From an optimization exercise on the open Yosys and OpenROAD flow, aimed at small area, a short achievable clock period and few clock cycles; shortcuts taken in it are not production practice.
Only simulation tests tie the RTL to the original design; equivalence was not proved.
Power figures rest on the tool's default switching activity, not on a simulated workload.

Design partial_order_closure_insert, start of the top module:
module partial_order_closure_insert (
  input  wire logic       clk_i,
  input  wire logic       rst_ni,
  input  wire logic       start,
  output logic            busy,
  input  wire logic [1:0] opcode_i,
  input  wire logic [5:0] first_rank_i,
  input  wire logic [5:0] second_rank_i,
  input  wire logic       element_count_we_i,
  input  wire logic [5:0] element_count_i,
  output logic            done_o,
  output logic            consistent_o,
  output logic      [5:0] successor_count_o
);
export LEC_CHECK = 0
export CAP_MARGIN = 20
export CORE_MARGIN = 2
export CORE_UTILIZATION = 45
export CTS_CLUSTER_DIAMETER = 90
export CTS_CLUSTER_SIZE = 22
export SETUP_SLACK_MARGIN = 0.9
export SLEW_MARGIN = 20
export SYNTH_HIERARCHICAL = 1
create_clock -name core_clock -period 6.0 [get_ports {clk_i}]
standard.sh (not shown) runs the stock make flow with config.mk's settings and CLKGATE_MAP_FILE= SYNTH_SCRIPT=/design/flow/synth_recipe.tcl, a recipe that flattens the netlist after the stock synthesis.
==> flow/flow/run.sh <==
#!/bin/bash
# Layout: the standard flow (standard.sh) unchanged for synthesis; for the
# layout the port buffers are a stronger cell (buf_4 instead of the default
# delay buffer) and repair may resize a cell to another footprint. Each step's
# full output goes to its own log file here.
set -euo pipefail
sed -e "s|CLKGATE_MAP_FILE= |CLKGATE_MAP_FILE= MATCH_CELL_FOOTPRINT=0 'BUFFER_PORTS_ARGS=-buffer_cell sky130_fd_sc_hd__buf_4' |" \
  standard.sh > own_standard.sh
grep -q 'MATCH_CELL_FOOTPRINT=0' own_standard.sh
bash standard.sh synth > synth.log 2>&1
bash own_standard.sh finish > layout.log 2>&1
test -f out/final.def
The starting point finished clean.
Testbench counts at the start, summed over its fixed seeds: cycles 2,696.
Next try:
--- a/flow/config.mk
+++ b/flow/config.mk
@@ -11,5 +11,5 @@
 export CTS_CLUSTER_DIAMETER = 90
 export CTS_CLUSTER_SIZE = 22
-export SETUP_SLACK_MARGIN = 0.9
+export SETUP_SLACK_MARGIN = 0.6
 export SLEW_MARGIN = 20
 export SYNTH_HIERARCHICAL = 1
Result: The new run completed without violations. Total power went down by 0.74%. Via count fell by 1.8%. Sequential power stays flat. Fmax drops by 0.63%. Hold slack gains 0.0079 ns. Routed wire length fell by 1.5%. Utilization fell by 0.68 points. First-iteration DRC count rises by 0.75%. Final area drops by 1.3%.
Next try:
--- a/flow/config.mk
+++ b/flow/config.mk
@@ -9,7 +9,6 @@
 export CORE_MARGIN = 2
 export CORE_UTILIZATION = 45
-export CTS_CLUSTER_DIAMETER = 90
-export CTS_CLUSTER_SIZE = 22
-export SETUP_SLACK_MARGIN = 0.6
+export CTS_BUF_LIST = sky130_fd_sc_hd__clkbuf_8
+export SETUP_SLACK_MARGIN = 0.5
 export SLEW_MARGIN = 20
 export SYNTH_HIERARCHICAL = 1
Outcome: Setup slack is worse by 0.12 ns. Sequential share of layout area went down by 1.4 points. Via count went up by 3.3%.
Next try:
--- a/flow/config.mk
+++ b/flow/config.mk
@@ -9,6 +9,7 @@
 export CORE_MARGIN = 2
 export CORE_UTILIZATION = 45
-export CTS_BUF_LIST = sky130_fd_sc_hd__clkbuf_8
-export SETUP_SLACK_MARGIN = 0.5
+export CTS_CLUSTER_DIAMETER = 90
+export CTS_CLUSTER_SIZE = 22
+export SETUP_SLACK_MARGIN = 0.75
 export SLEW_MARGIN = 20
 export SYNTH_HIERARCHICAL = 1
What happened:
- The changed run finished with timing, DRC and antenna clean
- maximum frequency rises by a few percent
- clock power decreases by well over a third
- global-route usage goes down by 0.64 points
Next try:
--- a/flow/config.mk
+++ b/flow/config.mk
@@ -6,10 +6,10 @@
 export NUM_CORES = 4
 export LEC_CHECK = 0
-export CAP_MARGIN = 20
+export CAP_MARGIN = 10
 export CORE_MARGIN = 2
 export CORE_UTILIZATION = 45
 export CTS_CLUSTER_DIAMETER = 90
 export CTS_CLUSTER_SIZE = 22
-export SETUP_SLACK_MARGIN = 0.75
-export SLEW_MARGIN = 20
+export SETUP_SLACK_MARGIN = 0.6
+export SLEW_MARGIN = 10
 export SYNTH_HIERARCHICAL = 1
Result: The new run produced a clean layout; final cell count is lower slightly; wire length came out lower slightly; setup slack is worse by 0.15 ns; clock skew goes up by 0.016 ns; core utilization is lower by 0.61 points; hold slack is worse by 0.017 ns; critical path depth drops by 3; synthesized cell count does not change.

* * *

partial_order_closure_insert, a different RTL version from the one above (not shown whole).
Size: roughly 1100 flip-flops, roughly 53000 µm² of cells after synthesis.
==> flow/config.mk <==
export PLATFORM = sky130hd
export DESIGN_NAME = partial_order_closure_insert
export DESIGN_NICKNAME = partial_order_closure_insert
export VERILOG_FILES = /design/flow/design.v
export SDC_FILE = /design/flow/constraint.sdc
export NUM_CORES = 4
export LEC_CHECK = 0
export CAP_MARGIN = 20
export CORE_MARGIN = 2
export CORE_UTILIZATION = 50
export CTS_CLUSTER_DIAMETER = 90
export CTS_CLUSTER_SIZE = 22
export SETUP_SLACK_MARGIN = 0.3
export SLEW_MARGIN = 20
export SYNTH_HIERARCHICAL = 1
==> flow/constraint.sdc <==
create_clock -name core_clock -period 6.0 [get_ports {clk_i}]
set_input_delay 1.2000 -clock core_clock [delete_from_list [all_inputs] [get_ports {clk_i}]]
set_output_delay 1.2000 -clock core_clock [all_outputs]
set_load 0.01 [all_outputs]
Scripts as last shown in full above: flow/flow/run.sh
Testbench counts at the start, summed over its fixed seeds: cycles 2,696.
==> next run, changes <==
--- a/flow/config.mk
+++ b/flow/config.mk
@@ -9,6 +9,4 @@
 export CORE_MARGIN = 2
-export CORE_UTILIZATION = 50
-export CTS_CLUSTER_DIAMETER = 90
-export CTS_CLUSTER_SIZE = 22
-export SETUP_SLACK_MARGIN = 0.3
+export CORE_UTILIZATION = 45
+export SETUP_SLACK_MARGIN = 0.25
 export SLEW_MARGIN = 20
After rerunning: The new run ran to the end with no violations; clock skew went down by 7.7 ps; first-iteration DRC count decreases by a few percent; total power rises by about a fifth.
==> next run, changes <==
--- a/flow/config.mk
+++ b/flow/config.mk
@@ -10,3 +10,4 @@
 export CORE_UTILIZATION = 45
-export SETUP_SLACK_MARGIN = 0.25
+export CTS_BUF_LIST = sky130_fd_sc_hd__clkbuf_8
+export SETUP_SLACK_MARGIN = 0.5
 export SLEW_MARGIN = 20
- global-route usage rose by 0.32 points
- setup slack improves by 300 ps
- via count rises by 1.5%
- total power came out lower by 3.6%
- synthesized area stays the same
- hold slack degrades by 210 ps
- critical path depth rises by 1
- die area is unchanged
- cell count grows by 2.0%

## what the ideal ports hide
No port has a modelled driver above. Below, the same layouts with a new extraction and two added sets of constraints. Step 1: set_driving_cell puts a clkbuf_16 on clk_i and a buf_2 on each other input, an assumption about the parent block. Step 2 adds t to the input delays and takes it off the output delays; t is the mean of the earliest and latest rising clock arrival at the registers after step 1. Input paths then give back, and output paths get back, about the clock's delay inside the block. Slacks: ideal ports / drivers / drivers and shift; pairs: ideal ports / drivers.
run	t (ns)	slack for setup (ns)	latest minus earliest clock arrival (ns)	worst data-port slew with drivers (ns)
the first run of note 1	0.757	0.568 / 0.591 / -0.166	0.037 / 0.036	0.06
the second run of note 1	0.756	0.534 / 0.581 / -0.174	0.039 / 0.039	0.04
the third run of note 1	1.010	0.411 / 0.411 / -0.378	0.049 / 0.050	0.04
the fourth run of note 1	0.763	0.641 / 0.678 / -0.085	0.038 / 0.038	0.06
the fifth run of note 1	0.768	0.491 / 0.491 / -0.177	0.052 / 0.052	0.04
the first run of note 2	0.818	0.140 / 0.140 / -0.295	0.046 / 0.045	0.05
the second run of note 2	0.835	0.145 / 0.145 / -0.395	0.043 / 0.043	0.04
the third run of note 2	1.011	0.444 / 0.414 / -0.181	0.056 / 0.056	0.04
Met with ideal ports but missed after step 2: setup timing in every run listed. The setup slack of the third run of note 1, which loses most, moves by 0.000 ns with the drivers and by -0.789 ns with both steps.
